From an optimization exercise on the open Yosys and OpenROAD flow, aimed at small area; shortcuts taken in it are not production practice. RTL that was checked went through simulation tests only; none was proved equivalent to the original. The RTL of runs 1 and 2 was laid out without a check of its function. No activity file was given, so power comes from the tool's default toggle rates.

### flow/config.mk
export PLATFORM = sky130hd
export DESIGN_NAME = alu_system
export DESIGN_NICKNAME = alu_system
export VERILOG_FILES = /design/flow/design.v
export SDC_FILE = /design/flow/constraint.sdc
export NUM_CORES = 4
export LEC_CHECK = 0
export CAP_MARGIN = 10
export CORE_MARGIN = 2
export CORE_UTILIZATION = 60
export CTS_BUF_LIST = sky130_fd_sc_hd__clkbuf_8
export CTS_CLUSTER_DIAMETER = 70
export CTS_CLUSTER_SIZE = 18
export GPL_TIMING_DRIVEN = 0
export SETUP_SLACK_MARGIN = 0.2
export SLEW_MARGIN = 10
export SYNTH_HIERARCHICAL = 1
export SYNTH_MINIMUM_KEEP_SIZE = 0
### flow/constraint.sdc
create_clock -name core_clock -period 10.0 [get_ports {clk}]
set_input_delay 2.0000 -clock core_clock [delete_from_list [all_inputs] [get_ports {clk}]]
set_output_delay 2.0000 -clock core_clock [all_outputs]
set_load 0.01 [all_outputs]
### flow/design.v
`default_nettype none
package alu_system_pkg;
    localparam int DATA_W    = 8;
    localparam int IR_W      = 16;
    localparam int MEM_DEPTH = 256;
    localparam int MAX_REGS  = 4;    
    typedef logic [DATA_W-1:0] data_t;
    typedef logic [IR_W-1:0]   ir_t;
    typedef enum logic [1:0] {
        FUN_DEC   = 2'd0,
        FUN_INC   = 2'd1,
        FUN_LOAD  = 2'd2,
        FUN_CLEAR = 2'd3
    } reg_fun_e;
    typedef enum logic [3:0] {
        OP_PASS_A = 4'd0,
        OP_PASS_B = 4'd1,
        OP_NOT_A  = 4'd2,
        OP_NOT_B  = 4'd3,
        OP_ADD    = 4'd4,
        OP_ADC    = 4'd5,    
        OP_SUB    = 4'd6,
        OP_AND    = 4'd7,
        OP_OR     = 4'd8,
        OP_XOR    = 4'd9,
        OP_LSL    = 4'd10,
        OP_LSR    = 4'd11,
        OP_ASL    = 4'd12,
        OP_ASR    = 4'd13,
        OP_ROL    = 4'd14,   
        OP_ROR    = 4'd15
    } alu_op_e;
    typedef struct packed {
        logic z;
        logic n;
        logic c;
        logic o;
    } flags_t;
    typedef struct packed {
        reg_fun_e            fun;
        logic [MAX_REGS-1:0] load_n;     
        logic [1:0]          sel_a;
        logic [1:0]          sel_b;
    } bank_ctrl_t;
    typedef struct packed {
        bank_ctrl_t rf;
        bank_ctrl_t arf;
        logic [1:0] mux_a_sel;
        logic [1:0] mux_b_sel;
        logic       mux_c_sel;
        alu_op_e    alu_op;
        logic       flag_we;
        reg_fun_e   ir_fun;
        logic       ir_low;
        logic       ir_en;
        logic       mem_wr;
        logic       mem_cs_n;
    } ctrl_t;
endpackage
`default_nettype wire
`default_nettype none
module reg_bank #(
    parameter int NUM_REGS = 4
) (
    input  wire                       clk,
    input  wire                       reset,
    input  alu_system_pkg::bank_ctrl_t i_ctrl,
    input  alu_system_pkg::data_t      i_data,
    output alu_system_pkg::data_t      o_a,
    output alu_system_pkg::data_t      o_b
);
    localparam int unsigned FOLD = alu_system_pkg::MAX_REGS - NUM_REGS;
    alu_system_pkg::data_t regs [0:NUM_REGS-1];
    alu_system_pkg::data_t nxt  [0:NUM_REGS-1];
    function automatic logic [1:0] fold_sel(input logic [1:0] sel);
        fold_sel = (32'(sel) < FOLD) ? 2'd0 : 2'(32'(sel) - FOLD);
    endfunction
    alu_system_pkg::data_t ld_data;
    logic                  is_dec;
    assign ld_data = i_ctrl.fun[0] ? '0 : i_data;
    assign is_dec  = !i_ctrl.fun[0];
    always_comb
    begin
        for (int i = 0; i < NUM_REGS; i++)
        begin
            logic                  en;
            logic                  step;
            alu_system_pkg::data_t flip;
            en   = !i_ctrl.load_n[i];
            step = en & !i_ctrl.fun[1];
            for (int b = 0; b < alu_system_pkg::DATA_W; b++)
            begin
                flip[b] = step;
                step    = step & (regs[i][b] ^ is_dec);
            end
            nxt[i] = (en & i_ctrl.fun[1]) ? ld_data : (regs[i] ^ flip);
        end
    end
    always_ff @(posedge clk or posedge reset)
    begin
        if (reset)
        begin
            for (int i = 0; i < NUM_REGS; i++)
            begin
                regs[i] <= '0;
            end
        end
        else
        begin
            for (int i = 0; i < NUM_REGS; i++)
            begin
                regs[i] <= nxt[i];
            end
        end
    end
    assign o_a = regs[fold_sel(i_ctrl.sel_a)];
    assign o_b = regs[fold_sel(i_ctrl.sel_b)];
endmodule
`default_nettype wire
`default_nettype none
module instr_reg (
    input  wire                     clk,
    input  wire                     reset,
    input  wire                     i_en,
    input  alu_system_pkg::reg_fun_e i_fun,
    input  wire                     i_low,
    input  alu_system_pkg::data_t    i_data,
    output alu_system_pkg::ir_t      o_ir
);
    alu_system_pkg::ir_t ir_q;
    alu_system_pkg::ir_t ir_nxt;
    alu_system_pkg::ir_t flip;
    alu_system_pkg::ir_t ld_val;
    logic                step;
    logic                is_dec;
    logic                do_ld;
    always_comb
    begin
        is_dec = !i_fun[0];
        step   = i_en & !i_fun[1];
        for (int b = 0; b < alu_system_pkg::IR_W; b++)
        begin
            flip[b] = step;
            step    = step & (ir_q[b] ^ is_dec);
        end
        ld_val = i_fun[0] ? '0 :
                 (i_low ? {ir_q[15:8], i_data} : {i_data, ir_q[7:0]});
        do_ld  = i_en & i_fun[1];
        ir_nxt = do_ld ? ld_val : (ir_q ^ flip);
    end
    always_ff @(posedge clk or posedge reset)
    begin
        if (reset)
            ir_q <= '0;
        else
            ir_q <= ir_nxt;
    end
    assign o_ir = ir_q;
endmodule
`default_nettype wire
`default_nettype none
module bus_mux (
    input  wire [1:0]            i_mux_a_sel,
    input  wire [1:0]            i_mux_b_sel,
    input  wire                  i_mux_c_sel,
    input  alu_system_pkg::data_t i_alu,
    input  alu_system_pkg::data_t i_arf_c,
    input  alu_system_pkg::data_t i_rf_a,
    input  alu_system_pkg::data_t i_mem,
    input  alu_system_pkg::ir_t   i_ir,
    output alu_system_pkg::data_t o_rf_data,
    output alu_system_pkg::data_t o_arf_data,
    output alu_system_pkg::data_t o_alu_a
);
    alu_system_pkg::data_t ir_low;
    assign ir_low = i_ir[alu_system_pkg::DATA_W-1:0];
    always_comb
    begin
        case (i_mux_a_sel)
            2'd0:    o_rf_data = i_alu;
            2'd1:    o_rf_data = i_arf_c;
            2'd2:    o_rf_data = i_mem;
            default: o_rf_data = ir_low;
        endcase
        case (i_mux_b_sel)
            2'd0,
            2'd1:    o_arf_data = i_alu;
            2'd2:    o_arf_data = i_mem;
            default: o_arf_data = ir_low;
        endcase
        o_alu_a = i_mux_c_sel ? i_rf_a : i_arf_c;    
    end
endmodule
`default_nettype wire
`default_nettype none
module alu_unit (
    input  wire                     clk,
    input  wire                     reset,
    input  alu_system_pkg::alu_op_e  i_op,
    input  wire                     i_flag_we,
    input  alu_system_pkg::data_t    i_a,
    input  alu_system_pkg::data_t    i_b,
    output alu_system_pkg::data_t    o_result,
    output alu_system_pkg::flags_t   o_flags
);
    localparam int W   = alu_system_pkg::DATA_W;
    localparam int MSB = W - 1;
    alu_system_pkg::flags_t flags_q;
    alu_system_pkg::flags_t flags_nxt;
    alu_system_pkg::data_t  result;
    alu_system_pkg::data_t  b_op;
    alu_system_pkg::data_t  sum;
    logic [W:0]             carry;
    logic                   is_sub;
    logic                   is_arith;    
    logic                   shl;         
    logic                   shr;         
    always_comb
    begin
        is_sub   = (i_op == alu_system_pkg::OP_SUB);
        b_op     = is_sub ? ~i_b : i_b;
        carry[0] = is_sub | ((i_op == alu_system_pkg::OP_ADC) & flags_q.c);
        for (int i = 0; i < W; i++)
        begin
            sum[i]     = i_a[i] ^ b_op[i] ^ carry[i];
            carry[i+1] = (i_a[i] & b_op[i]) | (carry[i] & (i_a[i] ^ b_op[i]));
        end
    end
    always_comb
    begin
        case (i_op)
            alu_system_pkg::OP_PASS_A: result = i_a;
            alu_system_pkg::OP_PASS_B: result = i_b;
            alu_system_pkg::OP_NOT_A:  result = ~i_a;
            alu_system_pkg::OP_NOT_B:  result = ~i_b;
            alu_system_pkg::OP_ADD,
            alu_system_pkg::OP_ADC,
            alu_system_pkg::OP_SUB:    result = sum;
            alu_system_pkg::OP_AND:    result = i_a & i_b;
            alu_system_pkg::OP_OR:     result = i_a | i_b;
            alu_system_pkg::OP_XOR:    result = i_a ^ i_b;
            alu_system_pkg::OP_LSL,
            alu_system_pkg::OP_ASL:    result = {i_a[MSB-1:0], 1'b0};
            alu_system_pkg::OP_LSR:    result = {1'b0, i_a[MSB:1]};
            alu_system_pkg::OP_ASR:    result = {i_a[MSB], i_a[MSB:1]};
            alu_system_pkg::OP_ROL:    result = {i_a[MSB-1:0], flags_q.c};
            default:                   result = {flags_q.c, i_a[MSB:1]};    
        endcase
        is_arith = (i_op == alu_system_pkg::OP_ADD) | (i_op == alu_system_pkg::OP_ADC) | is_sub;
        shl      = (i_op == alu_system_pkg::OP_LSL) | (i_op == alu_system_pkg::OP_ASL) |
                   (i_op == alu_system_pkg::OP_ROL);
        shr      = (i_op == alu_system_pkg::OP_LSR) | (i_op == alu_system_pkg::OP_ASR) |
                   (i_op == alu_system_pkg::OP_ROR);
        flags_nxt.z = (result == '0);
        flags_nxt.n = result[MSB];
        flags_nxt.c = is_arith ? carry[W] :
                      shl      ? i_a[MSB] :
                      shr      ? i_a[0]   : flags_q.c;
        flags_nxt.o = is_arith ? ((i_a[MSB] == b_op[MSB]) & (sum[MSB] != i_a[MSB])) :
                      (i_op == alu_system_pkg::OP_ASL) ? (i_a[MSB] ^ i_a[MSB-1]) : flags_q.o;
    end
    always_ff @(posedge clk or posedge reset)
    begin
        if (reset)
            flags_q <= '0;
        else if (i_flag_we)
            flags_q <= flags_nxt;
    end
    assign o_result = result;
    assign o_flags  = flags_q;
endmodule
`default_nettype wire
`default_nettype none
module mem_row (
    input  wire                   clk,
    input  wire                   i_sel_n,
    input  wire                   i_wen,
    input  alu_system_pkg::data_t i_col,
    output alu_system_pkg::data_t o_q
);
    alu_system_pkg::data_t q;
    always_ff @(posedge clk)
    begin
        q <= ~((q | {8{i_wen}}) & (i_col | {8{i_sel_n}}));
    end
    assign o_q = q;
endmodule
module mem_dec (
    input  alu_system_pkg::data_t i_addr,
    input  wire                   i_wr,
    input  wire                   i_cs_n,
    output logic [255:0]          o_sel_n,
    output logic [255:0]          o_wen
);
    logic [15:0] hi;
    logic [15:0] lo;
    always_comb
    begin
        for (int i = 0; i < 16; i++)
        begin
            hi[i] = (i_addr[7:4] == 4'(i)) & !i_cs_n;
            lo[i] = (i_addr[3:0] == 4'(i));
        end
        for (int r = 0; r < 256; r++)
        begin
            o_sel_n[r] = !(hi[r / 16] & lo[r % 16]);
            o_wen[r]   = hi[r / 16] & lo[r % 16] & i_wr;
        end
    end
endmodule
module mem_read (
    input  wire [255:0]           i_sel_n,
    input  wire [2047:0]          i_q,
    output alu_system_pkg::data_t o_rd
);
    always_comb
    begin
        o_rd = '1;
        for (int r = 0; r < 256; r++)
        begin
            o_rd = o_rd & (i_q[r*8 +: 8] | {8{i_sel_n[r]}});
        end
    end
endmodule
module data_memory (
    input  wire                  clk,
    input  alu_system_pkg::data_t i_addr,
    input  alu_system_pkg::data_t i_wdata,
    input  wire                  i_wr,
    input  wire                  i_cs_n,
    output alu_system_pkg::data_t o_rdata
);
    logic [255:0]          sel_n;
    logic [255:0]          wen;
    logic [2047:0]         q;
    alu_system_pkg::data_t col;      
    alu_system_pkg::data_t rd;
    logic                  ph;       
    always_ff @(posedge clk)
    begin
        ph <= !ph;
    end
    assign col = i_wr ? (i_wdata ^ {8{ph}}) : '1;
    mem_dec dec0 (
        .i_addr(i_addr), .i_wr(i_wr), .i_cs_n(i_cs_n), .o_sel_n(sel_n), .o_wen(wen)
    );
    for (genvar r = 0; r < 256; r++)
    begin : g_row
        mem_row row (
            .clk(clk), .i_sel_n(sel_n[r]), .i_wen(wen[r]), .i_col(col), .o_q(q[r*8 +: 8])
        );
    end
    mem_read rd0 (.i_sel_n(sel_n), .i_q(q), .o_rd(rd));
    assign o_rdata = (!i_cs_n && !i_wr) ? (rd ^ {8{ph}}) : '0;
endmodule
`default_nettype wire
`default_nettype none
module alu_system (
    input  wire         clk,
    input  wire         reset,
    input  wire  [35:0] i_ctrl,
    output logic [7:0]  o_alu_out,
    output logic [3:0]  o_flags,
    output logic [7:0]  o_address,
    output logic [7:0]  o_mem_data,
    output logic [15:0] o_ir
);
    alu_system_pkg::ctrl_t ctrl;
    assign ctrl = alu_system_pkg::ctrl_t'(i_ctrl);
    alu_system_pkg::data_t rf_data;
    alu_system_pkg::data_t arf_data;
    alu_system_pkg::data_t rf_a;
    alu_system_pkg::data_t rf_b;
    alu_system_pkg::data_t arf_c;
    alu_system_pkg::data_t alu_a;
    reg_bank #(.NUM_REGS(4)) rf0 (
        .clk(clk), .reset(reset), .i_ctrl(ctrl.rf), .i_data(rf_data),
        .o_a(rf_a), .o_b(rf_b)
    );
    reg_bank #(.NUM_REGS(3)) arf0 (
        .clk(clk), .reset(reset), .i_ctrl(ctrl.arf), .i_data(arf_data),
        .o_a(arf_c), .o_b(o_address)
    );
    instr_reg ir0 (
        .clk(clk), .reset(reset), .i_en(ctrl.ir_en), .i_fun(ctrl.ir_fun),
        .i_low(ctrl.ir_low), .i_data(o_mem_data), .o_ir(o_ir)
    );
    bus_mux mux0 (
        .i_mux_a_sel(ctrl.mux_a_sel), .i_mux_b_sel(ctrl.mux_b_sel),
        .i_mux_c_sel(ctrl.mux_c_sel), .i_alu(o_alu_out), .i_arf_c(arf_c),
        .i_rf_a(rf_a), .i_mem(o_mem_data), .i_ir(o_ir),
        .o_rf_data(rf_data), .o_arf_data(arf_data), .o_alu_a(alu_a)
    );
    alu_unit alu0 (
        .clk(clk), .reset(reset), .i_op(ctrl.alu_op), .i_flag_we(ctrl.flag_we),
        .i_a(alu_a), .i_b(rf_b), .o_result(o_alu_out), .o_flags(o_flags)
    );
    data_memory mem0 (
        .clk(clk), .i_addr(o_address), .i_wdata(o_alu_out), .i_wr(ctrl.mem_wr),
        .i_cs_n(ctrl.mem_cs_n), .o_rdata(o_mem_data)
    );
endmodule
`default_nettype wire
### flow/flow/run.sh
#!/bin/bash
# Standard ORFS layout, except that after the standard synthesis every
# combinational cell is set to its smallest drive strength; the flow's own
# repair steps then size up only what timing needs.
set -euo pipefail
W=$(pwd)
R=$W/orfs/results/$FLOW_PLATFORM/alu_system/base
LIB=$FLOW_HOME/platforms/$FLOW_PLATFORM/lib/sky130_fd_sc_hd__tt_025C_1v80.lib
bash standard.sh synth > $W/flow_synth.log 2>&1
cp $R/1_2_yosys.v $W/1_2_yosys_orig.v
python3 $W/flow/downsize.py $LIB $R/1_2_yosys.v > $W/flow_downsize.log 2>&1
rm -f $R/1_synth.odb
bash standard.sh REMOVE_ABC_BUFFERS=1 "BUFFER_PORTS_ARGS=-buffer_cell sky130_fd_sc_hd__buf_2" finish > $W/flow_finish.log 2>&1
### flow/flow/downsize.py
# Rewrites a Yosys netlist so that every combinational cell uses the smallest-area
# variant of its function (same cell family, different drive strength).
# Registers keep their cell types. Usage: downsize.py LIB NETLIST
import re, sys
lib = open(sys.argv[1]).read()
area = {m.group(1): float(m.group(2)) for m in
        re.finditer(r'cell\s*\(\s*"?(sky130_fd_sc_hd__\w+)"?\s*\)\s*\{.*?area\s*:\s*([\d.]+)', lib, re.S)}
skip = re.compile(r'sky130_fd_sc_hd__(s?e?df|dl|sdl|clk|tap|fill|decap|conb|lpflow|probe|fa_|ha_|maj)')
fam = {}
for c in area:
    m = re.match(r'(sky130_fd_sc_hd__\w+?)_(\d+)$', c)
    if m and not skip.match(c):
        fam.setdefault(m.group(1), []).append(c)
best = {}
for f, cells in fam.items():
    b = min(cells, key=lambda c: (area[c], int(c.rsplit('_', 1)[1])))
    for c in cells:
        if c != b and area[c] > area[b]:
            best[c] = b
text = open(sys.argv[2]).read()
n = [0]
def sub(m):
    c = m.group(1)
    if c in best:
        n[0] += 1
        return best[c] + m.group(2)
    return m.group(0)
text = re.sub(r'\b(sky130_fd_sc_hd__\w+)(\s+[\\\w])', sub, text)
open(sys.argv[2], 'w').write(text)
print("downsized", n[0], "cells")
### flow/standard.sh
#!/bin/bash
# synth_recipe.tcl (not shown) runs the flow's synth.tcl, then flattens the netlist and writes it again
# the make line also repeats each setting of config.mk as NAME=value (left out here)
make -C /OpenROAD-flow-scripts/flow DESIGN_CONFIG=/design/flow/config.mk WORK_HOME=/design/flow/orfs CLKGATE_MAP_FILE= SYNTH_SCRIPT=/design/flow/synth_recipe.tcl "${@:-finish}"
==> results of run 1 <==
## power by group
part | switching [mW] | internal [mW]
logic | 2.91 | 1.64
registers | 0.815 | 9.79
clock network | 2.68 | 1.45
## worst max-delay path: stages
cell,delay (ns)
buf_2,0.35
nor2_1,0.15
a21oi_4,0.59
buf_16,0.24
and4b_1,0.67
nand3_1,0.67
o22ai_1,0.17
nor2_1,0.21
nand4_1,0.29
nor4_2,0.93
and4_1,0.48
xnor2_1,0.09
nor2_1,0.69
buf_2,0.27
## sequential cells by signal, indices dropped and copies added, names as in the netlist
name,count
mem0.g_row.row.q,2048
rf0.regs,32
arf0.regs,24
ir0.ir_q,16
alu0.flags_q,4
mem0.ph,1
## per-stage QoR
step,power (mW),area (um2),hold slack (ns),TNS (ns)
6_report,19.27,83190,0.4468,0
2_1_floorplan,12.92,73980,0.4225,-647.73
4_1_cts,19.06,81980,0.4506,0
3_5_place_dp,15.07,79700,0.4374,-0.006203
3_3_place_gp,14.53,76560,0.4296,-
5_1_grt,19.93,83190,0.4577,0
## final timing paths
check | start | end | slack, ns | cells after the start
worst max-delay path | i_ctrl[17] | o_mem_data[0] | 0.13 | 14
worst min-delay path | mem0.g_row[150].row.q[0] | mem0.g_row[150].row.q[0] | 0.45 | 1
worst max register to register | rf0.regs[0][0] | mem0.g_row[109].row.q[7] | 3.01 | 22
worst min register to register | mem0.g_row[150].row.q[0] | mem0.g_row[150].row.q[0] | 0.45 | 1
max in group asynchronous | reset | arf0.regs[2][0] | 7.97 | 2
min in group asynchronous | reset | alu0.flags_q[0] | 1.04 | 2
## cell type report
type	count	share of cell area
timing repair buffer	247	0.03611
clock buffer	149	0.02465
inverter	38	0.001715
sequential	2125	0.5159
multi-input combinational	5076	0.3926
tap	1742	0.02620
antenna	7	0.0002106
clock inverter	20	0.002632
## routing by layer
metal,track usage,share of wire,up-vias
met5,0,0.00014,-
met4,0.1423,0.034,6
met3,0.07076,0.099,561
met2,0.5462,0.44,3556
met1,0.5365,0.43,33720
li1,-,-,31060
==> results.sh, run 1 <==
export IMPL_cts_inserted_buffers=139
export IMPL_fillCellCount=10730
export IMPL_drc=0
export IMPL_hp_class="register to register"
export IMPL_fin_ws_ns=0.1336
export IMPL_final_nets=7690
export IMPL_cts_max_path_buffers=3
export IMPL_seqCellArea_um2=42920
export IMPL_cts_tree="done"
export IMPL_postCtsSetupRepairBufs=0
export IMPL_ys_warn_count=19
export IMPL_core_region_area_um2=129300
export IMPL_outcome="timing/DRC/antenna clean"
export IMPL_synth_area_um2=78030
export IMPL_finalSetupViolCount=0
export IMPL_cts_root_buf="clkbuf_8"
export IMPL_grt_pass1_vias=61240
export IMPL_syn_avg_cell_area_um2=9.403
export IMPL_cp_max_fo=16
export IMPL_final_hold_viol_count=0
export IMPL_grt_max_degree=64
export IMPL_die_x_um=364.6
export IMPL_vias_per_cell=7.327
export IMPL_slew_violations=0
export IMPL_timing_fmax_ghz=0.1014
export IMPL_cts_htree_levels=4
export IMPL_leakage_nw=30.11
export IMPL_grt_pass1_wl_um=382800
export IMPL_worst_slew_pin_slew_ns=1.347
export IMPL_critPathArrivalTime_ns=7.87
export IMPL_grt_usage=0.3704
export IMPL_fin_util=0.6433
export IMPL_instances_no_fill=9404
export IMPL_synthCells=8298
export IMPL_routabilityCongestion=0.9035
export IMPL_post_place_ws_ns=-0.006203
export IMPL_ir_worst_vdd_mv=0.1493
export IMPL_area_delta_synth_final_pct=6.616
export IMPL_slew_headroom=0.1012
export IMPL_cp_end_kind="output pin"
export IMPL_dp_cells=9206
export IMPL_p_per_area_nw_per_um2=231.7
export IMPL_rsz0062_at_grt="true"
export IMPL_fin_crit_ns=9.866
export IMPL_crit_type="primary input to output pin"
export IMPL_cts_resized=1
export IMPL_start_kind="primary input"
export IMPL_layout_commonest_cell="o22ai_1"
export IMPL_dr_pass1_iters=7
export IMPL_die_area_um2=133000
export IMPL_drv_cap=0
export IMPL_antenna_found_initial=6
export IMPL_final_layout_size_suffix_gt1_frac=0.09432
export IMPL_port_buffers=80
export IMPL_clock_latency_ns=0.93
export IMPL_fin_skew_ns=0.03733
export IMPL_overflow=0
export IMPL_dpl_hpwl_um=164900
export IMPL_ant_nets=0
export IMPL_cts_sinks=2125
export IMPL_wl_per_cell_um=27.28
export IMPL_rows=132
export IMPL_io_pins=82
export IMPL_min_period_over_period=0.9866
export IMPL_crit_required_ns=8.00
export IMPL_layout_common_cells="o22ai_1 (3,087), dfxtp_1 (2,049), nor2_1 (598), nand3_1 (279), nor4_2 (219)"
export IMPL_wirelength_um=256500
export IMPL_multi_input_area_um2=32660
export IMPL_cts_hold_buffers_added=0
export IMPL_drt_initial_drc_count=8276
export IMPL_die_y_um=364.6
export IMPL_clkSlewWorstSetupHoldPaths_ns=0.08
export IMPL_vias=68900
export IMPL_start_util=0.6034
==> run 2: changes to the inputs <==
--- a/flow/config.mk
+++ b/flow/config.mk
@@ -8,9 +8,9 @@
 export CAP_MARGIN = 10
 export CORE_MARGIN = 2
 export CORE_UTILIZATION = 60
-export CTS_BUF_LIST = sky130_fd_sc_hd__clkbuf_8
-export CTS_CLUSTER_DIAMETER = 70
-export CTS_CLUSTER_SIZE = 18
+export CTS_BUF_LIST = sky130_fd_sc_hd__clkbuf_16
+export CTS_CLUSTER_DIAMETER = 100
+export CTS_CLUSTER_SIZE = 28
 export GPL_TIMING_DRIVEN = 0
 export SETUP_SLACK_MARGIN = 0.2
 export SLEW_MARGIN = 10
==> run 2 against run 1 <==
Net effect:
- still clean
- count of clock-buffer cells in the layout is 60 lower
- clock power is 3% higher
- sequential share of layout area hardly changed
- total power is 0.64% higher
- largest cell class unchanged
==> results.sh, run 2 <==
export IMPL_outcome="timing/DRC/antenna clean"
export IMPL_wirelength_um=255700
export IMPL_power_internal_mw=13.04
export IMPL_crit_type="primary input to output pin"
export IMPL_switchingPower_mw=6.356
export IMPL_clkPwrFrac=0.219
export IMPL_start_kind="primary input"
export IMPL_die_area_um2=133000
export IMPL_fin_skew_ns=0.03978
export IMPL_rows=132
export IMPL_final_hold_viol_count=0
export IMPL_postCtsSetupRepairBufs=0
export IMPL_die_y_um=364.6
export IMPL_ys_warn_count=19
export IMPL_cts_max_path_buffers=3
export IMPL_grt_util_met2=0.5430
export IMPL_rrSetupSlack_ns=3.00
export IMPL_critPathTopFamily="simple AND/OR/NAND/NOR gates"
export IMPL_leakage_nw=30.06
export IMPL_cp_slowest_cell="nor4_2"
export IMPL_whs_ns=0.4485
export IMPL_drc=0
export IMPL_seqPwrFrac=0.547
export IMPL_min_period_over_period=0.9893
export IMPL_io_pins=82
export IMPL_crit_path_cell_trace="buf_2, nor2_1, a21oi_4, buf_16, and4b_1, nand3_1, o22ai_1, nor2_1, nand4_1, nor4_2, and4_1, xnor2_1, nor2_1, buf_2"
export IMPL_r2r_end="mem0.g_row[109].row.q[7]"
export IMPL_globalRouteMet1Util=0.5324
export IMPL_final_area_um2=83230
export IMPL_reg_top3="mem0.g_row.row.q x2048, rf0.regs x32, arf0.regs x24"
export IMPL_rsz0062_at_grt="true"
export IMPL_busiest_layer="met2"
export IMPL_dpl_hpwl_um=164900
export IMPL_cts_sinks=2125
export IMPL_ir_worst_vdd_mv=0.1709
export IMPL_regMostFlops="mem0.g_row.row.q"
export IMPL_clock_latency_ns=0.75
export IMPL_dr_pass1_iters=6
export IMPL_grt_pass1_wl_um=381500
export IMPL_p_sw_frac=0.3276
export IMPL_antenna_found_initial=6
export IMPL_critPathBufInv=3
export IMPL_start_util=0.6034
export IMPL_area_delta_synth_final_pct=6.669
export IMPL_drv_cap=0
export IMPL_drt_initial_drc_count=8351
export IMPL_final_layout_size_suffix_gt1_frac=0.08586
export IMPL_rr_startpoint="rf0.regs[3][0]"
export IMPL_slew_headroom=0.09126
export IMPL_cp_slowest_stage_delay_ns=0.95
export IMPL_cts_root_buf="clkbuf_16"
export IMPL_cts_tree="done"
export IMPL_fin_util=0.6436
export IMPL_routabilityCongestion=0.9035
export IMPL_overflow=0
export IMPL_syn_avg_cell_area_um2=9.403
export IMPL_cp_max_fo=16
export IMPL_hp_class="register to register"
export IMPL_fin_crit_ns=9.893
export IMPL_cp_end_kind="output pin"
export IMPL_worst_slew_pin_slew_ns=1.351
export IMPL_cts_inserted_buffers=86
export IMPL_p_comb_frac=0.235
export IMPL_wl_per_cell_um=27.42
export IMPL_critPathArrivalTime_ns=7.89
export IMPL_vias=68450
export IMPL_largest_reg_flops=2048
export IMPL_rr_worst_depth=22
export IMPL_synthCells=8298
export IMPL_layout_common_cells="o22ai_1 (3,087), dfxtp_1 (2,049), nor2_1 (598), nand3_1 (279), nor4_2 (221)"
export IMPL_fillCellCount=10620
export IMPL_finalSetupViolCount=0
export IMPL_grt_usage=0.3684
export IMPL_place_area_um2=79700
export IMPL_crit_required_ns=8.00
export IMPL_cts_htree_levels=3
export IMPL_hold_start="mem0.g_row[109].row.q[0]"
export IMPL_synth_area_um2=78030
export IMPL_grt_pass1_vias=61000
export IMPL_final_nets=7633
export IMPL_timing_fmax_ghz=0.1011
export IMPL_critPathMostFrequentCell="nor2_1"
export IMPL_port_buffers=80
export IMPL_grtUsageMet3=0.06984
export IMPL_core_region_area_um2=129300
export IMPL_p_per_area_nw_per_um2=233.1
export IMPL_hold_depth=1
export IMPL_setup_tns_ns=0
export IMPL_layout_commonest_cell="o22ai_1"
export IMPL_clkSlewWorstSetupHoldPaths_ns=0.10
export IMPL_vias_per_cell=7.339
export IMPL_slew_violations=0
export IMPL_grt_max_degree=64
export IMPL_die_x_um=364.6
export IMPL_whs_endpoint="mem0.g_row[109].row.q[0]"
export IMPL_ant_nets=0
==> run 2: what timing repair did <==
action                                  4_1_cts  5_1_grt
resized for setup                             1        8
endpoints found under the setup margin        1        7
hold buffers                                  0        0
pin swaps                                     0        0
==> run 2: layout make-up <==
cell class | count | area, um2 | share of cell area
timing repair buffer | 243 | 2984 | 0.03585
multi-input combinational | 5076 | 32670 | 0.3925
tap | 1742 | 2180 | 0.02619
sequential | 2125 | 42920 | 0.5157
clock inverter | 11 | 102.6 | 0.001233
antenna | 3 | 7.507 | 0.00009019
clock buffer | 89 | 2227 | 0.02676
inverter | 38 | 142.6 | 0.001714
==> run 2: worst max path at each step <==
stage / startpoint / to / slack [ns] / cells past startpoint
2_1_floorplan: i_ctrl[10] / mem0.g_row[0].row.q[7] / -1.24 / 21
5_1_grt: i_ctrl[9] / o_alu_out[7] / 0.16 / 20
3_5_place_dp: i_ctrl[9] / o_alu_out[7] / -0.006 / 20
6_report: i_ctrl[17] / o_mem_data[5] / 0.11 / 14
4_1_cts: i_ctrl[17] / o_mem_data[2] / 0.22 / 15
3_3_place_gp: i_ctrl[16] / o_mem_data[1] / -12.64 / 13
==> run 2: stage by stage <==
step	setup slack, ns	std cells	power [mW]
4_1_cts	0.2175	9306	19.16
3_3_place_gp	-12.64	9061	14.53
6_report	0.1075	9327	19.40
2_1_floorplan	-1.237	7239	12.92
3_5_place_dp	-0.006203	9206	15.07
5_1_grt	0.1618	9324	20.02
==> run 2: power by group through the flow <==
stage / Sequential (mW) / Clock [mW] / Combinational, mW
2_1_floorplan: 10.6 / 0 / 2.34
3_3_place_gp: 10.7 / 0 / 3.79
3_5_place_dp: 10.8 / 0 / 4.31
4_1_cts: 10.6 / 4.27 / 4.31
5_1_grt: 10.7 / 4.56 / 4.72
6_report: 10.6 / 4.24 / 4.55
==> run 2: routing by layer <==
layer,up-vias,share of wire
met2,3398,0.44
li1,30920,-
met4,10,0.036
met5,-,0.00027
met1,33570,0.43
met3,547,0.095
==> run 2: worst reg2reg max path: stages, from the launching register on <==
cell      delay, ns
dfrtp_1        0.50
mux4_2         0.52
mux2_2         0.36
fa_1           0.45
fa_1           0.40
fa_1           0.42
fa_1           0.40
fa_1           0.37
inv_1          0.08
fa_1           0.17
inv_1          0.07
fa_1           0.38
inv_1          0.09
fa_1           0.44
inv_1          0.07
a22o_1         0.14
a221oi_1       0.06
a21oi_2        0.45
xnor2_1        0.18
nand2_4        0.47
buf_16         0.33
buf_12         0.34
o22ai_1        0.20
==> run 3: changes to the inputs <==
--- a/flow/design.v
+++ b/flow/design.v
@@ -285,26 +285,41 @@
     end
     assign o_q = q;
 endmodule
-module mem_dec (
+module mem_wen (
+    input  wire  i_sel_n,
+    input  wire  i_hw_n,
+    output logic o_wen
+);
+    assign o_wen = !(i_sel_n | i_hw_n);
+endmodule
+module mem_pre (
     input  alu_system_pkg::data_t i_addr,
-    input  wire                   i_wr,
     input  wire                   i_cs_n,
-    output logic [255:0]          o_sel_n,
-    output logic [255:0]          o_wen
+    input  wire                   i_wr,
+    output logic [15:0]           o_hi,
+    output logic [15:0]           o_hw_n,
+    output logic [15:0]           o_lo
 );
-    logic [15:0] hi;
-    logic [15:0] lo;
     always_comb
     begin
         for (int i = 0; i < 16; i++)
         begin
-            hi[i] = (i_addr[7:4] == 4'(i)) & !i_cs_n;
-            lo[i] = (i_addr[3:0] == 4'(i));
+            o_hi[i]   = (i_addr[7:4] == 4'(i)) & !i_cs_n;
+            o_hw_n[i] = !(o_hi[i] & i_wr);
+            o_lo[i]   = (i_addr[3:0] == 4'(i));
         end
+    end
+endmodule
+module mem_dec (
+    input  wire [15:0]            i_hi,
+    input  wire [15:0]            i_lo,
+    output logic [255:0]          o_sel_n
+);
+    always_comb
+    begin
         for (int r = 0; r < 256; r++)
         begin
-            o_sel_n[r] = !(hi[r / 16] & lo[r % 16]);
-            o_wen[r]   = hi[r / 16] & lo[r % 16] & i_wr;
+            o_sel_n[r] = !(i_hi[r / 16] & i_lo[r % 16]);
         end
     end
 endmodule
@@ -330,6 +345,9 @@
     input  wire                  i_cs_n,
     output alu_system_pkg::data_t o_rdata
 );
+    logic [15:0]           hi;
+    logic [15:0]           hw_n;
+    logic [15:0]           lo;
     logic [255:0]          sel_n;
     logic [255:0]          wen;
     logic [2047:0]         q;
@@ -341,11 +359,13 @@
         ph <= !ph;
     end
     assign col = i_wr ? (i_wdata ^ {8{ph}}) : '1;
-    mem_dec dec0 (
-        .i_addr(i_addr), .i_wr(i_wr), .i_cs_n(i_cs_n), .o_sel_n(sel_n), .o_wen(wen)
+    mem_pre pre0 (
+        .i_addr(i_addr), .i_cs_n(i_cs_n), .i_wr(i_wr), .o_hi(hi), .o_hw_n(hw_n), .o_lo(lo)
     );
+    mem_dec dec0 (.i_hi(hi), .i_lo(lo), .o_sel_n(sel_n));
     for (genvar r = 0; r < 256; r++)
     begin : g_row
+        mem_wen wen0 (.i_sel_n(sel_n[r]), .i_hw_n(hw_n[r / 16]), .o_wen(wen[r]));
         mem_row row (
             .clk(clk), .i_sel_n(sel_n[r]), .i_wen(wen[r]), .i_col(col), .o_q(q[r*8 +: 8])
         );
==> run 3 against run 2 <==
Net effect:
- non-clock buffer count shrank 70
- die area shrank 1.7%
- still clean on timing, DRC and antenna
- highest routed layer unchanged
- flip-flop and latch count is the same
- first-iteration DRC count shrank 9.0%
- cell count shrank 1.4%
- global-route usage shrank 1.2 points
- critical path type unchanged
- synthesized area shrank 1.8%
- combinational power shrank 31%
- sequential power shrank 9%
- critical path depth grew 1
==> results.sh, run 3 <==
export IMPL_grt_pass1_wl_um=361400
export IMPL_rows=131
export IMPL_syn_avg_cell_area_um2=9.362
export IMPL_post_place_ws_ns=-0.2350
export IMPL_slew_headroom=0.2585
export IMPL_clkPwrFrac=0.252
export IMPL_layout_commonest_cell="o22ai_1"
export IMPL_io_pins=82
export IMPL_fin_util=0.6307
export IMPL_slew_violations=0
export IMPL_final_layout_size_suffix_gt1_frac=0.05267
export IMPL_antenna_found_initial=13
export IMPL_drv_cap=0
export IMPL_dpl_hpwl_um=161900
export IMPL_start_util=0.6027
export IMPL_critPathArrivalTime_ns=7.81
export IMPL_outcome="timing/DRC/antenna clean"
export IMPL_final_hold_viol_count=0
export IMPL_critPathLaunch="i_ctrl[17]"
export IMPL_hold_depth=1
export IMPL_vias_per_cell=7.068
export IMPL_hp_class="register to register"
export IMPL_grt_usage=0.3565
export IMPL_cts_tree="done"
export IMPL_cp_slowest_stage_delay_ns=0.89
export IMPL_crit_path_cell_trace="buf_2, nor2_1, a21oi_2, and4bb_2, and2_2, buf_12, nand2_1, o22ai_1, nor2_1, nand4_1, nor4_1, and4_1, xnor2_1, nor2_1, buf_2"
export IMPL_core_region_area_um2=127200
export IMPL_postCtsSetupRepairBufs=0
export IMPL_critPathTopFamily="simple AND/OR/NAND/NOR gates"
export IMPL_drt_initial_drc_count=7602
export IMPL_clkSlewWorstSetupHoldPaths_ns=0.10
export IMPL_cp_max_fo=17
export IMPL_critPathMostFrequentCell="nor2_1"
export IMPL_worst_slew_pin_slew_ns=1.102
export IMPL_synth_area_um2=76660
export IMPL_clock_latency_ns=0.74
export IMPL_layout_common_cells="o22ai_1 (3,087), dfxtp_1 (2,049), nor2_1 (854), nand2_1 (309), nand4_1 (145)"
export IMPL_port_buffers=80
export IMPL_ys_warn_count=20
export IMPL_rsz0062_at_grt="false"
export IMPL_ir_worst_vdd_mv=0.1643
export IMPL_crit_required_ns=8.00
export IMPL_cts_htree_levels=3
export IMPL_final_nets=7585
export IMPL_largest_reg_flops=2048
export IMPL_r2r_end="mem0.g_row[44].row.q[7]"
export IMPL_rr_startpoint="rf0.regs[2][0]"
export IMPL_min_period_over_period=0.9806
export IMPL_fin_ws_ns=0.1943
export IMPL_routabilityCongestion=0.8818
export IMPL_fin_skew_ns=0.04782
export IMPL_crit_type="primary input to output pin"
export IMPL_drc=0
export IMPL_critPathBufInv=3
export IMPL_whs_ns=0.4477
export IMPL_finalSetupViolCount=0
export IMPL_timing_fmax_ghz=0.1020
export IMPL_power_internal_mw=11.92
export IMPL_rr_worst_depth=22
export IMPL_start_kind="primary input"
export IMPL_cp_end_kind="output pin"
export IMPL_regMostFlops="mem0.g_row.row.q"
export IMPL_wl_per_cell_um=26.42
export IMPL_wirelength_um=243100
export IMPL_rrSetupSlack_ns=2.93
export IMPL_cts_max_path_buffers=3
export IMPL_cts_root_buf="clkbuf_16"
export IMPL_fin_crit_ns=9.806
export IMPL_synthCells=8188
export IMPL_die_x_um=361.4
export IMPL_grt_pass1_vias=57290
export IMPL_seqPwrFrac=0.563
export IMPL_p_comb_frac=0.185
export IMPL_p_sw_frac=0.3015
export IMPL_vias=65030
export IMPL_cts_sinks=2125
export IMPL_leakage_nw=29.70
export IMPL_dr_pass1_iters=8
export IMPL_hold_start="mem0.g_row[199].row.q[3]"
export IMPL_cts_inserted_buffers=87
export IMPL_whs_endpoint="mem0.g_row[199].row.q[3]"
export IMPL_die_area_um2=130600
export IMPL_fillCellCount=10700
export IMPL_area_delta_synth_final_pct=4.645
export IMPL_reg_top3="mem0.g_row.row.q x2048, rf0.regs x32, arf0.regs x24"
export IMPL_p_per_area_nw_per_um2=212.7
export IMPL_grt_max_degree=63
export IMPL_switchingPower_mw=5.144
export IMPL_cp_slowest_cell="nor4_1"
export IMPL_ant_nets=0
export IMPL_overflow=0
export IMPL_die_y_um=361.4
-- run 3: metal layers --
| layer | vias up | GRT usage | share of wire |
|---|---|---|---|
| met1 | 31750 | 0.5298 | 0.44 |
| met4 | 6 | 0.1279 | 0.037 |
| met5 | - | 0 | 0.00016 |
| met2 | 2819 | 0.5247 | 0.43 |
| met3 | 398 | 0.05503 | 0.086 |
| li1 | 30060 | - | - |
-- run 3: per-stage QoR --
step                      total power, mW  instance area, um2  std cells  TNS, ns
after floorplan                     11.42               73110       7260  -644.66
after global placement              12.60               75590       9002        -
after detailed placement            12.85               77680       9094   -1.154
after CTS                           17.00               80130       9198        0
after global routing                17.61               80210       9199        0
final                               17.06               80220       9201        0
-- run 3: final cells by class --
cell class	count	area [um2]	share of cell area
timing repair buffer	173	2207	0.02751
inverter	39	146.4	0.001825
clock inverter	13	128.9	0.001607
sequential	2125	42920	0.5350
clock buffer	91	2277	0.02839
tap	1662	2079	0.02592
antenna	2	5.005	0.00006239
multi-input combinational	5096	30450	0.3796
-- run 3: power by group through the flow --
stage	sequential (mW)	clock [mW]	combinational, mW
global placement	9.77	0	2.83
finish	9.61	4.30	3.15
detailed placement	9.78	0	3.06
floorplan	9.67	0	1.75
global route	9.69	4.62	3.30
CTS	9.59	4.34	3.07
-- run 3: worst max-delay path by stage --
stage,endpoint,cells past startpoint
3_5_place_dp,o_mem_data[0],15
6_report,o_mem_data[3],15
5_1_grt,o_mem_data[6],15
3_3_place_gp,mem0.g_row[193].row.q[7],22
4_1_cts,o_mem_data[0],17
2_1_floorplan,mem0.g_row[0].row.q[7],21
-- run 3: worst reg2reg max path, stage by stage (launching register included) --
cell and delay [ns]:
dfrtp_1 0.51, mux4_2 0.53, mux2_2 0.35, fa_1 0.45
fa_1 0.39, fa_1 0.40, fa_1 0.41, fa_1 0.38
inv_1 0.08, fa_1 0.17, inv_1 0.05, fa_1 0.37
inv_1 0.08, fa_1 0.45, inv_1 0.08, a22o_1 0.12
a221oi_1 0.06, a21oi_2 0.43, xnor2_1 0.18, nand2_4 0.51
buf_16 0.34, buf_16 0.34, o22ai_1 0.26
-- run 3: what timing repair did --
item | CTS | global route
endpoints found under the setup margin | 9 | 8
gates resized for setup | 9 | 14
hold buffers | 0 | 0
==> run 4: changes to the inputs <==
--- a/flow/config.mk
+++ b/flow/config.mk
@@ -8,10 +8,11 @@
 export CAP_MARGIN = 10
 export CORE_MARGIN = 2
 export CORE_UTILIZATION = 60
-export CTS_BUF_LIST = sky130_fd_sc_hd__clkbuf_16
-export CTS_CLUSTER_DIAMETER = 100
-export CTS_CLUSTER_SIZE = 28
+export CTS_BUF_LIST = sky130_fd_sc_hd__clkbuf_8
+export CTS_CLUSTER_DIAMETER = 70
+export CTS_CLUSTER_SIZE = 18
 export GPL_TIMING_DRIVEN = 0
+export PLACE_DENSITY = 0.72
 export SETUP_SLACK_MARGIN = 0.2
 export SLEW_MARGIN = 10
 export SYNTH_HIERARCHICAL = 1
==> run 4 against run 3 <==
Net effect:
- final area about the same
- total power fell by 1.4%
- first-iteration DRC count rose by 9.7%
- wire length shrank 2.5%
- core utilization is essentially flat
- critical endpoint is now o_mem_data[5]
==> results.sh, run 4 <==
export IMPL_outcome="timing/DRC/antenna clean"
export IMPL_p_per_area_nw_per_um2=209.8
export IMPL_cp_depth=16
export IMPL_cts_sinks=2125
export IMPL_crit_required_ns=8.00
export IMPL_slew_violations=0
export IMPL_crit_path_cell_trace="buf_2, nor2_1, a21oi_2, and4bb_2, nor2b_4, buf_12, buf_16, nand2_1, o22ai_1, nor2_1, nand4_1, nor4_1, and4_1, xnor2_1, nor2_1, buf_2"
export IMPL_rr_startpoint="rf0.regs[3][0]"
export IMPL_fin_ws_ns=0.2033
export IMPL_core_region_area_um2=127200
export IMPL_drt_initial_drc_count=8339
export IMPL_reg_top3="mem0.g_row.row.q x2048, rf0.regs x32, arf0.regs x24"
export IMPL_final_layout_size_suffix_gt1_frac=0.06115
export IMPL_hp_class="register to register"
export IMPL_die_area_um2=130600
export IMPL_rr_worst_depth=24
export IMPL_cts_root_buf="clkbuf_8"
export IMPL_vias=65960
export IMPL_routabilityCongestion=0.9156
export IMPL_r2r_end="mem0.g_row[151].row.q[7]"
export IMPL_fin_crit_ns=9.797
export IMPL_overflow=0
export IMPL_cts_tree="done"
export IMPL_clkSlewWorstSetupHoldPaths_ns=0.10
export IMPL_cts_inserted_buffers=139
export IMPL_synthCells=8188
export IMPL_cp_end_kind="output pin"
export IMPL_post_place_ws_ns=-0.1408
export IMPL_clock_latency_ns=0.93
export IMPL_dr_pass1_iters=6
export IMPL_drv_cap=0
export IMPL_regMostFlops="mem0.g_row.row.q"
export IMPL_cp_slowest_cell="nor4_1"
export IMPL_critPathArrivalTime_ns=7.80
export IMPL_grt_max_degree=65
export IMPL_timing_fmax_ghz=0.1021
export IMPL_synth_area_um2=76660
export IMPL_syn_avg_cell_area_um2=9.362
export IMPL_dpl_hpwl_um=159700
export IMPL_area_delta_synth_final_pct=4.596
export IMPL_layout_common_cells="o22ai_1 (3,087), dfxtp_1 (2,049), nor2_1 (854), nand2_1 (309), clkbuf_8 (146)"
export IMPL_cts_max_path_buffers=3
export IMPL_wirelength_um=237000
export IMPL_largest_reg_flops=2048
export IMPL_cp_max_fo=17
export IMPL_final_nets=7639
export IMPL_grt_pass1_vias=58650
export IMPL_min_period_over_period=0.9797
export IMPL_start_kind="primary input"
export IMPL_die_x_um=361.4
export IMPL_grt_usage=0.3453
export IMPL_ir_worst_vdd_mv=0.1370
export IMPL_final_hold_viol_count=0
export IMPL_rrSetupSlack_ns=2.48
export IMPL_grt_pass1_wl_um=353700
export IMPL_start_util=0.6027
export IMPL_postCtsSetupRepairBufs=0
export IMPL_critPathBufInv=4
export IMPL_io_pins=82
export IMPL_port_buffers=80
export IMPL_crit_type="primary input to output pin"
export IMPL_slew_headroom=0.1265
export IMPL_cp_slowest_stage_delay_ns=1.05
export IMPL_critPathTopFamily="simple AND/OR/NAND/NOR gates"
export IMPL_finalSetupViolCount=0
export IMPL_vias_per_cell=7.113
export IMPL_wl_per_cell_um=25.55
export IMPL_layout_commonest_cell="o22ai_1"
export IMPL_worst_slew_pin_slew_ns=1.298
export IMPL_antenna_found_initial=12
export IMPL_fin_skew_ns=0.04322
export IMPL_critPathLaunch="i_ctrl[17]"
export IMPL_drc=0
export IMPL_fin_util=0.6304
export IMPL_ys_warn_count=20
export IMPL_ant_nets=0
export IMPL_critPathCapture="o_mem_data[5]"
export IMPL_leakage_nw=29.72
export IMPL_critPathMostFrequentCell="nor2_1"
export IMPL_rows=131
export IMPL_cts_htree_levels=4
export IMPL_die_y_um=361.4
export IMPL_rsz0062_at_grt="false"
-- run 4: layout make-up --
| type | count | area, um2 |
|---|---|---|
| Multi-Input combinational cell | 5096 | 30440 |
| Timing Repair Buffer | 175 | 2351 |
| Clock inverter | 23 | 215.2 |
| Fill cell | 10400 | 47010 |
| Antenna cell | 7 | 17.52 |
| Inverter | 39 | 146.4 |
| Clock buffer | 146 | 2009 |
| Sequential cell | 2125 | 42920 |
| Tap cell | 1662 | 2079 |
-- run 4: how the worst min path moves through the flow --
| stage | from | end | cells after the start |
|---|---|---|---|
| CTS | mem0.g_row[81].row.q[4] | mem0.g_row[81].row.q[4] | 1 |
| finish | mem0.g_row[119].row.q[1] | mem0.g_row[119].row.q[1] | 1 |
| detailed placement | mem0.g_row[104].row.q[0] | mem0.g_row[104].row.q[0] | 1 |
| floorplan | mem0.g_row[100].row.q[6] | mem0.g_row[100].row.q[6] | 1 |
| global placement | mem0.g_row[23].row.q[4] | mem0.g_row[23].row.q[4] | 1 |
| global route | mem0.g_row[213].row.q[7] | mem0.g_row[213].row.q[7] | 1 |
-- run 4: through the flow --
| stage | TNS, ns | hold slack [ns] | instance area [um2] | power (mW) | instances |
|---|---|---|---|---|---|
| 2_1_floorplan | -644.66 | 0.4225 | 73110 | 11.42 | 7260 |
| 3_3_place_gp | - | 0.4296 | 75590 | 12.56 | 9002 |
| 3_5_place_dp | -0.1408 | 0.4374 | 77840 | 12.83 | 9097 |
| 4_1_cts | 0 | 0.4519 | 80120 | 16.73 | 9266 |
| 5_1_grt | 0 | 0.4600 | 80180 | 17.35 | 9273 |
| 6_report | 0 | 0.4482 | 80180 | 16.83 | 9273 |
-- run 4: repair_timing --
action	CTS	global route
resized for setup	10	7
hold buffers	0	0
setup endpoints to repair	8	6
-- run 4: layer usage --
layer,GRT usage,share of wire
met5,0,0.00026
met4,0.1592,0.049
met3,0.06861,0.10
met2,0.5061,0.43
met1,0.4912,0.42
-- run 4: report_power, final --
part           total (mW)  internal (mW)  switching, mW
clock network        4.04           1.40           2.65
registers            9.62           9.13          0.485
logic                3.17           1.13           2.03
total                16.8           11.7           5.16
==> run 5: changes to the inputs <==
--- a/flow/config.mk
+++ b/flow/config.mk
@@ -12,7 +12,6 @@
 export CTS_CLUSTER_DIAMETER = 70
 export CTS_CLUSTER_SIZE = 18
 export GPL_TIMING_DRIVEN = 0
-export PLACE_DENSITY = 0.72
 export SETUP_SLACK_MARGIN = 0.2
 export SLEW_MARGIN = 10
 export SYNTH_HIERARCHICAL = 1
==> run 5 against run 4 <==
Net effect:
- final area is 0.20% lower
- non-clock buffer count is 2 lower
- largest power group unchanged
- sequential share of layout area is 0.10 points higher
- sequential power hardly changed
- hold slack worse by 0.00087 ns
- flip-flop and latch count stayed put
==> results.sh, run 5 <==
export IMPL_io_pins=82
export IMPL_p_per_area_nw_per_um2=209.8
export IMPL_crit_type="primary input to output pin"
export IMPL_final_hold_viol_count=0
export IMPL_final_nets=7637
export IMPL_drt_initial_drc_count=7695
export IMPL_overflow=0
export IMPL_layout_common_cells="o22ai_1 (3,087), dfxtp_1 (2,049), nor2_1 (854), nand2_1 (309), clkbuf_8 (150)"
export IMPL_regMostFlops="mem0.g_row.row.q"
export IMPL_grt_max_degree=63
export IMPL_fin_crit_ns=9.861
export IMPL_syn_avg_cell_area_um2=9.362
export IMPL_area_delta_synth_final_pct=4.392
export IMPL_fin_ws_ns=0.1390
export IMPL_drv_cap=0
export IMPL_postCtsSetupRepairBufs=0
export IMPL_die_y_um=361.4
export IMPL_timing_fmax_ghz=0.1014
export IMPL_hold_depth=1
export IMPL_wl_per_cell_um=26.28
export IMPL_grt_pass1_vias=57620
export IMPL_cts_hold_buffers_added=0
export IMPL_hp_class="register to register"
export IMPL_reg_top3="mem0.g_row.row.q x2048, rf0.regs x32, arf0.regs x24"
export IMPL_dr_pass1_iters=8
export IMPL_grt_pass1_wl_um=362000
export IMPL_cts_htree_levels=4
export IMPL_vias=65450
export IMPL_wirelength_um=243800
export IMPL_cp_slowest_stage_delay_ns=0.90
export IMPL_multi_input_area_um2=30450
export IMPL_seqCellArea_um2=42920
export IMPL_cts_max_path_buffers=3
export IMPL_place_area_um2=77680
export IMPL_start_util=0.6027
export IMPL_crit_path_cell_trace="buf_2, nor2_1, a21oi_2, nand2b_1, nor3_2, buf_6, buf_4, nand2_1, o22ai_1, nor2_1, nand4_1, nor4_1, and4_1, xnor2_1, nor2_1, buf_2"
export IMPL_critPathArrivalTime_ns=7.86
export IMPL_rsz0062_at_grt="false"
export IMPL_ir_worst_vdd_mv=0.1834
export IMPL_post_place_ws_ns=-0.2350
export IMPL_drc=0
export IMPL_hold_start="mem0.g_row[182].row.q[7]"
export IMPL_ys_warn_count=20
export IMPL_dpl_hpwl_um=161900
export IMPL_layout_commonest_cell="o22ai_1"
export IMPL_slew_headroom=0.2489
export IMPL_cts_inserted_buffers=139
export IMPL_cp_end_kind="output pin"
export IMPL_critPathBufInv=4
export IMPL_vias_per_cell=7.057
export IMPL_rows=131
export IMPL_clock_latency_ns=0.94
export IMPL_setup_tns_ns=0
export IMPL_critPathTopFamily="simple AND/OR/NAND/NOR gates"
export IMPL_r2r_end="mem0.g_row[197].row.q[7]"
export IMPL_largest_reg_flops=2048
export IMPL_antenna_found_initial=15
export IMPL_ant_nets=0
export IMPL_finalSetupViolCount=0
export IMPL_clkSlewWorstSetupHoldPaths_ns=0.10
export IMPL_routabilityCongestion=0.8818
export IMPL_final_area_um2=80030
export IMPL_core_region_area_um2=127200
export IMPL_cts_tree="done"
export IMPL_cts_sinks=2125
export IMPL_synthCells=8188
export IMPL_port_buffers=80
export IMPL_worst_slew_pin_slew_ns=1.116
export IMPL_cts_resized=10
export IMPL_synth_area_um2=76660
export IMPL_rrSetupSlack_ns=2.88
export IMPL_power_mw=16.79
export IMPL_fin_skew_ns=0.08352
export IMPL_final_layout_size_suffix_gt1_frac=0.06065
export IMPL_leakage_nw=29.64
export IMPL_whs_endpoint="mem0.g_row[182].row.q[7]"
export IMPL_die_x_um=361.4
export IMPL_start_kind="primary input"
export IMPL_grt_usage=0.3584
export IMPL_crit_required_ns=8.00
export IMPL_cp_slowest_cell="nor4_1"
export IMPL_slew_violations=0
export IMPL_cts_root_buf="clkbuf_8"
export IMPL_die_area_um2=130600
export IMPL_rr_startpoint="rf0.regs[2][0]"
export IMPL_fin_util=0.6292
export IMPL_critPathMostFrequentCell="nor2_1"
export IMPL_outcome="timing/DRC/antenna clean"
export IMPL_cp_max_fo=17
export IMPL_min_period_over_period=0.9861
export IMPL_fillCellCount=10790
export IMPL_rr_worst_depth=22
-- run 5: cell type report --
type	instances	area share
Sequential cell	2125	0.5363
Multi-Input combinational cell	5096	0.3805
Timing Repair Buffer	173	0.02758
Tap cell	1662	0.02599
Clock buffer	150	0.02580
Inverter	39	0.001829
Clock inverter	18	0.001564
Antenna cell	12	0.0003752
-- run 5: power breakdown --
group | switching (mW) | internal (mW)
clock | 2.65 | 1.37
sequential | 0.481 | 9.13
combinational | 2.03 | 1.12
total | 5.17 | 11.6
-- run 5: per-stage QoR --
step	hold slack (ns)	instances
after floorplan	0.4225	7260
after global placement	0.4296	9002
after detailed placement	0.4374	9094
after CTS	0.4515	9262
after global routing	0.4595	9267
final	0.4473	9275
-- run 5: worst max-delay path by stage --
stage / startpoint / end / depth (start not counted)
6_report: i_ctrl[17] / o_mem_data[3] / 16
4_1_cts: i_ctrl[17] / o_mem_data[0] / 17
3_3_place_gp: i_ctrl[9] / mem0.g_row[193].row.q[7] / 22
3_5_place_dp: i_ctrl[16] / o_mem_data[0] / 15
2_1_floorplan: i_ctrl[10] / mem0.g_row[0].row.q[7] / 21
5_1_grt: i_ctrl[17] / o_mem_data[4] / 15
-- run 5: metal layers --
| metal | up-vias | global-route usage | wire length [um] |
|---|---|---|---|
| met5 | - | 0 | 50 |
| li1 | 30130 | - | - |
| met1 | 32010 | 0.5282 | 107400 |
| met2 | 2879 | 0.5256 | 105000 |
| met4 | 8 | 0.1313 | 9156 |
| met3 | 427 | 0.06308 | 22160 |
==> run 6: changes to the inputs <==
--- a/flow/design.v
+++ b/flow/design.v
@@ -323,19 +323,56 @@
         end
     end
 endmodule
+module rd_pair (
+    input  wire                   i_sel_n0,
+    input  wire                   i_sel_n1,
+    input  alu_system_pkg::data_t i_q0,
+    input  alu_system_pkg::data_t i_q1,
+    output alu_system_pkg::data_t o_z
+);
+    assign o_z = ~((i_q0 | {8{i_sel_n0}}) & (i_q1 | {8{i_sel_n1}}));
+endmodule
+module rd_nor4 (
+    input  wire [31:0]            i_x,
+    output alu_system_pkg::data_t o_y
+);
+    assign o_y = ~(i_x[7:0] | i_x[15:8] | i_x[23:16] | i_x[31:24]);
+endmodule
+module rd_nand4 (
+    input  wire [31:0]            i_x,
+    output alu_system_pkg::data_t o_y
+);
+    assign o_y = ~(i_x[7:0] & i_x[15:8] & i_x[23:16] & i_x[31:24]);
+endmodule
 module mem_read (
     input  wire [255:0]           i_sel_n,
     input  wire [2047:0]          i_q,
     output alu_system_pkg::data_t o_rd
 );
-    always_comb
-    begin
-        o_rd = '1;
-        for (int r = 0; r < 256; r++)
-        begin
-            o_rd = o_rd & (i_q[r*8 +: 8] | {8{i_sel_n[r]}});
-        end
+    logic [1023:0] z1;       
+    logic [255:0]  a2;       
+    logic [63:0]   z3;       
+    logic [15:0]   a4;       
+    for (genvar p = 0; p < 128; p++)
+    begin : g_l1
+        rd_pair l1 (
+            .i_sel_n0(i_sel_n[2*p]), .i_sel_n1(i_sel_n[2*p+1]),
+            .i_q0(i_q[16*p +: 8]), .i_q1(i_q[16*p+8 +: 8]), .o_z(z1[8*p +: 8])
+        );
+    end
+    for (genvar k = 0; k < 32; k++)
+    begin : g_l2
+        rd_nor4 l2 (.i_x(z1[32*k +: 32]), .o_y(a2[8*k +: 8]));
+    end
+    for (genvar k = 0; k < 8; k++)
+    begin : g_l3
+        rd_nand4 l3 (.i_x(a2[32*k +: 32]), .o_y(z3[8*k +: 8]));
+    end
+    for (genvar k = 0; k < 2; k++)
+    begin : g_l4
+        rd_nor4 l4 (.i_x(z3[32*k +: 32]), .o_y(a4[8*k +: 8]));
     end
+    assign o_rd = a4[7:0] & a4[15:8];
 endmodule
 module data_memory (
     input  wire                  clk,
--- a/flow/config.mk
+++ b/flow/config.mk
@@ -12,7 +12,7 @@
 export CTS_CLUSTER_DIAMETER = 70
 export CTS_CLUSTER_SIZE = 18
 export GPL_TIMING_DRIVEN = 0
-export SETUP_SLACK_MARGIN = 0.2
+export SETUP_SLACK_MARGIN = 0.45
 export SLEW_MARGIN = 10
 export SYNTH_HIERARCHICAL = 1
 export SYNTH_MINIMUM_KEEP_SIZE = 0
==> run 6 against run 5 <==
Net effect:
- still clean
- synthesized area decreased by 1.2%
- non-clock buffer count decreased by 3
- via count decreased by 2.7%
- largest power group unchanged
- highest routed layer is now met4
==> results.sh, run 6 <==
export IMPL_whs_endpoint="mem0.g_row[255].row.q[0]"
export IMPL_slew_headroom=0.2845
export IMPL_finalSetupViolCount=0
export IMPL_ant_nets=0
export IMPL_wirelength_um=230300
export IMPL_hold_depth=1
export IMPL_rsz0062_at_grt="true"
export IMPL_cp_slowest_cell="nor4_1"
export IMPL_rr_startpoint="rf0.regs[2][0]"
export IMPL_leakage_nw=29.25
export IMPL_cp_max_fo=17
export IMPL_critPathBufInv=4
export IMPL_die_y_um=359.4
export IMPL_area_delta_synth_final_pct=4.343
export IMPL_vias=63710
export IMPL_whs_ns=0.4474
export IMPL_cts_sinks=2125
export IMPL_grt_pass1_wl_um=346300
export IMPL_grt_usage=0.3405
export IMPL_routabilityCongestion=0.8782
export IMPL_final_hold_viol_count=0
export IMPL_p_per_area_nw_per_um2=215.1
export IMPL_cts_inserted_buffers=141
export IMPL_timing_fmax_ghz=0.1038
export IMPL_fin_crit_ns=9.638
export IMPL_start_util=0.6042
export IMPL_dpl_hpwl_um=152500
export IMPL_drc=0
export IMPL_overflow=0
export IMPL_seqPwrFrac=0.565
export IMPL_cp_slowest_stage_delay_ns=0.80
export IMPL_start_kind="primary input"
export IMPL_crit_required_ns=8.00
export IMPL_outcome="timing/DRC/antenna clean"
export IMPL_largest_reg_flops=2048
export IMPL_rr_worst_depth=22
export IMPL_synth_area_um2=75770
export IMPL_fin_skew_ns=0.03655
export IMPL_final_nets=7302
export IMPL_power_internal_mw=11.75
export IMPL_die_x_um=359.4
export IMPL_cts_root_buf="clkbuf_8"
export IMPL_layout_common_cells="o22ai_1 (3,081), dfxtp_1 (2,049), nor2_1 (350), nand2_1 (314), nor4_1 (257)"
export IMPL_clock_latency_ns=0.93
export IMPL_cts_htree_levels=4
export IMPL_synthCells=7857
export IMPL_critPathTopFamily="simple AND/OR/NAND/NOR gates"
export IMPL_p_comb_frac=0.192
export IMPL_slew_violations=0
export IMPL_rows=130
export IMPL_grt_max_degree=63
export IMPL_worst_slew_pin_slew_ns=1.058
export IMPL_rrSetupSlack_ns=2.55
export IMPL_setup_tns_ns=0
export IMPL_power_mw=17.00
export IMPL_hp_class="register to register"
export IMPL_critPathArrivalTime_ns=7.64
export IMPL_ir_worst_vdd_mv=0.1714
export IMPL_reg_top3="mem0.g_row.row.q x2048, rf0.regs x32, arf0.regs x24"
export IMPL_cts_max_path_buffers=3
export IMPL_syn_avg_cell_area_um2=9.643
export IMPL_cp_end_kind="output pin"
export IMPL_drv_cap=0
export IMPL_crit_path_cell_trace="buf_2, nor2_1, a21oi_2, nand2b_1, nor3_2, buf_4, buf_6, nand2_1, o22ai_1, nor4_1, nand4_1, nor4_1, and2_1, xnor2_1, nor2_1, buf_2"
export IMPL_die_area_um2=129100
export IMPL_ys_warn_count=19
export IMPL_core_region_area_um2=125400
export IMPL_crit_type="primary input to output pin"
export IMPL_drt_initial_drc_count=6809
export IMPL_regMostFlops="mem0.g_row.row.q"
export IMPL_r2r_end="mem0.g_row[127].row.q[7]"
export IMPL_min_period_over_period=0.9638
export IMPL_antenna_found_initial=7
export IMPL_hold_start="mem0.g_row[255].row.q[0]"
export IMPL_wl_per_cell_um=25.80
export IMPL_port_buffers=80
export IMPL_dr_pass1_iters=6
export IMPL_cts_hold_buffers_added=0
export IMPL_clkSlewWorstSetupHoldPaths_ns=0.09
export IMPL_fillCellCount=10500
export IMPL_layout_commonest_cell="o22ai_1"
export IMPL_vias_per_cell=7.138
export IMPL_p_sw_frac=0.3088
export IMPL_cts_tree="done"
export IMPL_final_layout_size_suffix_gt1_frac=0.06186
export IMPL_grt_pass1_vias=56480
export IMPL_io_pins=82
export IMPL_clkPwrFrac=0.243
export IMPL_switchingPower_mw=5.251
run 6: per-layer routing:
metal,up-vias,routed length [um],global-route usage
met5,-,0,0
met3,385,19680,0.06075
met4,0,7864,0.1147
li1,29550,-,-
met1,31260,103500,0.5075
met2,2520,99260,0.4968
run 6: power by group through the flow:
stage	clock network, mW	registers [mW]	logic [mW]
after floorplan	0	9.69	1.77
after global placement	0	9.78	2.90
after detailed placement	0	9.79	3.16
after CTS	4.19	9.60	3.18
after global routing	4.50	9.70	3.40
final	4.13	9.61	3.26
run 6: per-stage QoR:
step,area [um2],setup WS [ns],cells,util
2_1_floorplan,72270,-1.297,6926,-
3_3_place_gp,74730,-6.894,8656,0.5959
3_5_place_dp,76600,-0.1311,8745,0.6108
4_1_cts,78980,0.4172,8923,0.6298
5_1_grt,79060,0.3674,8926,0.6304
6_report,79060,0.3622,8926,0.6304
run 6: cell type report:
| type | instances | area (um2) | share of cell area |
|---|---|---|---|
| Inverter | 36 | 135.1 | 0.001709 |
| Clock buffer | 150 | 2064 | 0.02611 |
| Sequential cell | 2125 | 42920 | 0.5429 |
| Multi-Input combinational cell | 4765 | 29550 | 0.3738 |
| Antenna cell | 2 | 5.005 | 0.00006331 |
| Clock inverter | 28 | 254.0 | 0.003213 |
| Tap cell | 1650 | 2064 | 0.02611 |
| Timing Repair Buffer | 170 | 2062 | 0.02608 |
run 6: how the worst max path moves through the flow:
stage,start,to,slack [ns],cells past startpoint
5_1_grt,i_ctrl[17],o_mem_data[5],0.37,16
6_report,i_ctrl[17],o_mem_data[3],0.36,16
3_5_place_dp,i_ctrl[9],o_alu_out[7],-0.13,19
4_1_cts,i_ctrl[17],o_mem_data[6],0.42,16
2_1_floorplan,i_ctrl[9],mem0.g_row[0].row.q[7],-1.30,20
3_3_place_gp,i_ctrl[9],mem0.g_row[208].row.q[7],-6.89,21
run 6: repair_timing:
item / 4_1_cts / 5_1_grt
pin swaps: 0 / 0
buffers inserted: 0 / 0
resized for setup: 12 / 12
endpoints found under the setup margin: 10 / 10
run 6: worst register-to-register path, stage by stage (launching register included):
cell	delay, ns
dfrtp_1	0.51
mux4_2	0.56
mux2_2	0.35
fa_1	0.44
fa_1	0.39
fa_1	0.40
fa_1	0.41
fa_1	0.39
inv_1	0.09
fa_1	0.16
inv_1	0.06
fa_1	0.36
inv_1	0.08
fa_1	0.45
a21oi_1	0.15
o31ai_1	0.11
o22ai_2	0.36
xnor2_1	0.18
nand2_4	0.64
buf_16	0.37
buf_16	0.30
buf_16	0.31
o22ai_1	0.24

==> static timing again, ports no longer ideal <==
How much do the figures lean on ideal ports? The routed layouts below were timed once more, with nothing changed but the port constraints. Step 1 sets driving cells, clkbuf_16 on the clock port and buf_2 on the other inputs (assumed; they add their load-dependent delay and slew). Step 2 times the ports against the registers' clock, not the clock port: input delays grow and output delays shrink by t, the midpoint of the rising clock arrivals with the driver on. Slacks: ideal ports / drivers / drivers and shift; pairs: ideal ports / drivers.
| run | t (ns) | setup slack, ns | worst register clock-pin slew, ns |
|---|---|---|---|
| run 1 | 0.988 | 0.134 / 0.081 / 0.081 | 0.12 / 0.12 |
| run 2 | 0.820 | 0.107 / 0.056 / 0.056 | 0.12 / 0.12 |
| run 3 | 0.793 | 0.194 / 0.158 / 0.158 | 0.12 / 0.12 |
| run 4 | 0.976 | 0.203 / 0.176 / 0.176 | 0.12 / 0.12 |
| run 5 | 0.969 | 0.139 / 0.103 / 0.103 | 0.12 / 0.12 |
| run 6 | 0.980 | 0.362 / 0.336 / 0.336 | 0.12 / 0.12 |
After both steps every run listed still meets setup and hold. For run 1, which loses most, drivers alone change the setup slack by -0.053 ns; drivers and shift together by -0.053 ns.
